This design comes from an exercise in tuning for small area on the open sky130 flow, not from production work. Only simulation tests tie the RTL to the original design; equivalence was not proved. Power is estimated from default activity; no workload was simulated.

==> flow/design.v <==
package cis_pkg;
localparam int adc_w      = 12;                  
localparam int on_cnt_w   = 16;                  
typedef logic [adc_w-1:0] adc_sample_t;
localparam adc_sample_t const_pattern = 12'hA5A;     
typedef enum logic [1:0]
{
    color_red   = 2'd0,
    color_green = 2'd1,
    color_blue  = 2'd2
} color_t;
typedef enum logic [1:0]
{
    mode_off    = 2'd0,                          
    mode_mono   = 2'd1,                          
    mode_rgb    = 2'd2                           
} line_mode_t;
typedef enum logic [1:0]
{
    src_adc     = 2'd0,
    src_ramp    = 2'd1,
    src_const   = 2'd2
} pix_src_t;
typedef struct packed
{
    color_t         color;                       
    logic [5:0]     line_idx;                    
    adc_sample_t    samp0;                       
    adc_sample_t    samp1;                       
} pix_word_t;
endpackage
package mem_pkg;
localparam int addr_w     = 28;                  
localparam int done_cnt_w = 16;                  
typedef logic [addr_w-1:0] mem_addr_t;
localparam mem_addr_t word_bytes = 28'd4;        
typedef enum logic [1:0]
{
    wr_idle     = 2'd0,                          
    wr_pop      = 2'd1,                          
    wr_write    = 2'd2                           
} wr_state_t;
endpackage
`timescale 1ns/10ps
module scan_top
#(
    parameter int LINE_CLKS    = 64,
    parameter int PIX_PER_LINE = 16,
    parameter int FIFO_DEPTH   = 16,
    parameter int AFULL_LEVEL  = 12
)
(
    input  logic                                w_clk_1,
    input  logic                                w_adc_rst,
    input  cis_pkg::adc_sample_t                dc,
    input  cis_pkg::line_mode_t                 mode,
    input  cis_pkg::pix_src_t                   src_sel,
    input  logic [cis_pkg::on_cnt_w-1:0]        r_on_cnt,
    input  logic [cis_pkg::on_cnt_w-1:0]        g_on_cnt,
    input  logic [cis_pkg::on_cnt_w-1:0]        b_on_cnt,
    output logic [2:0]                          lrgb,
    output logic                                si,
    input  logic                                dma_on,
    input  mem_pkg::mem_addr_t                  start_adr,
    input  mem_pkg::mem_addr_t                  buf_size,
    output mem_pkg::mem_addr_t                  mem_address,
    output logic [31:0]                         mem_writedata,
    output logic                                mem_write,
    input  logic                                mem_waitrequest,
    output logic [mem_pkg::done_cnt_w-1:0]      done_cnt,
    output logic                                fifo_afull,
    output logic                                fifo_ovr
);
logic [5:0]     p;
logic           line_on;
logic [1:0]     color;
logic [1:0]     color_nxt;
logic [15:0]    on_nxt;
logic [15:0]    led_left;
logic           led_on;
logic           line_end;
logic           line_start;
logic           mode_off;
assign mode_off   = (mode == 2'd0);
assign line_end   = (p == 6'd62);
assign line_start = line_end && !mode_off;
always_comb
begin
    if (mode == 2'd2)
        color_nxt = (color == 2'd0) ? 2'd1 : (color == 2'd1) ? 2'd2 : 2'd0;
    else
        color_nxt = 2'd0;
    case (color_nxt)
        2'd1:    on_nxt = g_on_cnt;
        2'd2:    on_nxt = b_on_cnt;
        default: on_nxt = r_on_cnt;
    endcase
end
assign led_on = (led_left != '0);
always_ff @(posedge w_clk_1)
begin
    if (w_adc_rst)
    begin
        p        <= 6'h3F;
        line_on  <= 1'b0;
        color    <= 2'd2;
        led_left <= '0;
    end
    else
    begin
        p <= p + 1'b1;
        if (line_end)
            line_on <= !mode_off;
        if (line_start)
            color <= color_nxt;
        if (line_start)
            led_left <= on_nxt;
        else if (mode_off)
            led_left <= '0;
        else
            led_left <= led_left - {15'd0, led_on};
    end
end
assign si   = line_on && (p == 6'h3F);
assign lrgb = led_on ? ~(3'b001 << color) : 3'b111;
logic [11:0]    adc_q;
logic [11:0]    src_val;
logic [11:0]    first_q;             
logic [5:0]     line_tag;
logic           samp_act;
logic           form;                
logic           pix_dv;              
assign samp_act = line_on && (p[5:4] == 2'd0);
assign form     = samp_act && p[0];
always_comb
begin
    case (src_sel)
        2'd1:    src_val = {8'd0, p[3:0]};
        2'd2:    src_val = 12'hA5A;
        default: src_val = adc_q;
    endcase
end
always_ff @(posedge w_clk_1)
begin
    adc_q   <= dc;
    first_q <= src_val;
end
always_ff @(posedge w_clk_1)
begin
    if (w_adc_rst)
    begin
        pix_dv   <= 1'b0;
        line_tag <= 6'h3F;
    end
    else
    begin
        pix_dv <= form;
        if (line_start)
            line_tag <= line_tag + 1'b1;
    end
end
logic [31:0]    stage [0:15];
logic [4:0]     count;
logic           full;
logic           empty;
logic           pop;
logic           shift_in;
logic           wr_ok;
logic [3:0]     head;
logic [31:0]    head_word;
assign full     = count[4];
assign empty    = (count == 5'd0);
assign shift_in = form && (!full || pop);
assign wr_ok    = pix_dv && !full;
assign head     = wr_ok ? count[3:0] : count[3:0] - 1'b1;
assign head_word = stage[head];
always_ff @(posedge w_clk_1)
begin
    if (shift_in)
    begin
        stage[0] <= {color, line_tag, first_q, src_val};
        for (int i = 1; i < 16; i++)
            stage[i] <= stage[i-1];
    end
end
always_ff @(posedge w_clk_1)
begin
    if (w_adc_rst)
    begin
        count    <= '0;
        fifo_ovr <= 1'b0;
    end
    else
    begin
        count <= count + {4'd0, wr_ok} - {4'd0, pop};
        if (pix_dv && full)
            fifo_ovr <= 1'b1;
    end
end
assign fifo_afull = (count >= 5'd12);
localparam logic [1:0] WR_IDLE = 2'd0, WR_POP = 2'd1, WR_WRITE = 2'd2;
logic [1:0]     state;
logic [27:0]    beat_cnt;
logic [27:0]    beat_inc;
logic           leave_idle;
logic           beat_done;
logic           buf_end;
assign pop        = (state == WR_POP);
assign mem_write  = (state == WR_WRITE);
assign leave_idle = (state == WR_IDLE) && dma_on && !empty;
assign beat_done  = mem_write && !mem_waitrequest;
assign beat_inc   = beat_cnt + 1'b1;
assign buf_end    = beat_done && (beat_inc == buf_size);
always_ff @(posedge w_clk_1)
begin
    if (w_adc_rst)
    begin
        state    <= WR_IDLE;
        beat_cnt <= '0;
        done_cnt <= '0;
    end
    else
    begin
        case (state)
            WR_IDLE:  if (leave_idle) state <= WR_POP;
            WR_POP:   state <= WR_WRITE;
            WR_WRITE: if (beat_done) state <= WR_IDLE;
            default:  state <= WR_IDLE;
        endcase
        if (buf_end)
            beat_cnt <= '0;
        else if (beat_done)
            beat_cnt <= beat_inc;
        done_cnt <= done_cnt + {15'd0, buf_end};
    end
end
always_ff @(posedge w_clk_1)
begin
    if (leave_idle && (beat_cnt == '0))
        mem_address <= start_adr;
    else
        mem_address <= mem_address + {25'd0, beat_done, 2'b00};
    if (pop)
        mem_writedata <= head_word;
end
endmodule
Settings: LEC_CHECK=0, CAP_MARGIN=20, CORE_MARGIN=2, CORE_UTILIZATION=65, SLEW_MARGIN=20; clock period 5.0 ns.
standard.sh (not shown) runs the stock make flow with config.mk's settings and CLKGATE_MAP_FILE= SYNTH_SCRIPT=/design/flow/synth_recipe.tcl, a recipe that flattens the netlist after the stock synthesis.
==> flow/flow/run.sh <==
#!/bin/bash
# Standard ORFS layout with smaller port buffers and a leaner clock tree.
set -euo pipefail
export BUFFER_PORTS_ARGS="-buffer_cell sky130_fd_sc_hd__buf_1"
export CTS_ARGS="-sink_clustering_enable -repair_clock_nets -dont_use_dummy_load -buf_list {sky130_fd_sc_hd__clkbuf_8} -sink_clustering_size 18 -sink_clustering_max_diameter 70"
bash standard.sh > standard.log 2>&1
The baseline went through all stages and came out clean.
==> next run, changes <==
==> flow/flow/run.sh (replaced) <==
#!/bin/bash
# Standard ORFS layout with smaller port buffers and a leaner clock tree.
set -euo pipefail
export BUFFER_PORTS_ARGS="-buffer_cell sky130_fd_sc_hd__buf_1"
export CTS_ARGS="-sink_clustering_enable -repair_clock_nets -dont_use_dummy_load -buf_list {sky130_fd_sc_hd__clkbuf_8} -sink_clustering_size 14"
bash standard.sh > standard.log 2>&1
=> Setup slack gets worse by 51 ps; synthesized area is unchanged; via count rises by 2.9%; utilization climbs by 2.0 points; clock power is higher by 54%.

what the ideal ports hide:
Ports are ideal in the flow. The routed layouts listed here were re-timed in OpenROAD. Step 1 (the two cells are an assumption about what drives the block):
set clk [get_ports {w_clk_1}]
set_driving_cell -lib_cell sky130_fd_sc_hd__clkbuf_16 $clk
set_driving_cell -lib_cell sky130_fd_sc_hd__buf_2 [delete_from_list [all_inputs] $clk]
Step 2 also shifts input and output timing later by t, the mid clock arrival at the registers, as if the neighbouring blocks saw the same clock. Three values: no drivers, after step 1, after step 2; two values: the first two.
| run | shift t [ns] | slack for setup (ns) | hold slack, ns | slew at the worst register clock pin (ns) | worst slew at a driven data input, ns |
|---|---|---|---|---|---|
| the first run | 0.672 | 0.705 / 0.705 / 0.650 | 0.407 / 0.389 / 0.407 | 0.11 / 0.11 | 0.06 |
| the second run | 0.715 | 0.654 / 0.654 / 0.646 | 0.384 / 0.379 / 0.384 | 0.07 / 0.07 | 0.06 |
After both steps every run listed still meets setup and hold. The setup slack of the first run, which loses most, moves by 0.000 ns with the drivers and by -0.055 ns with both steps.
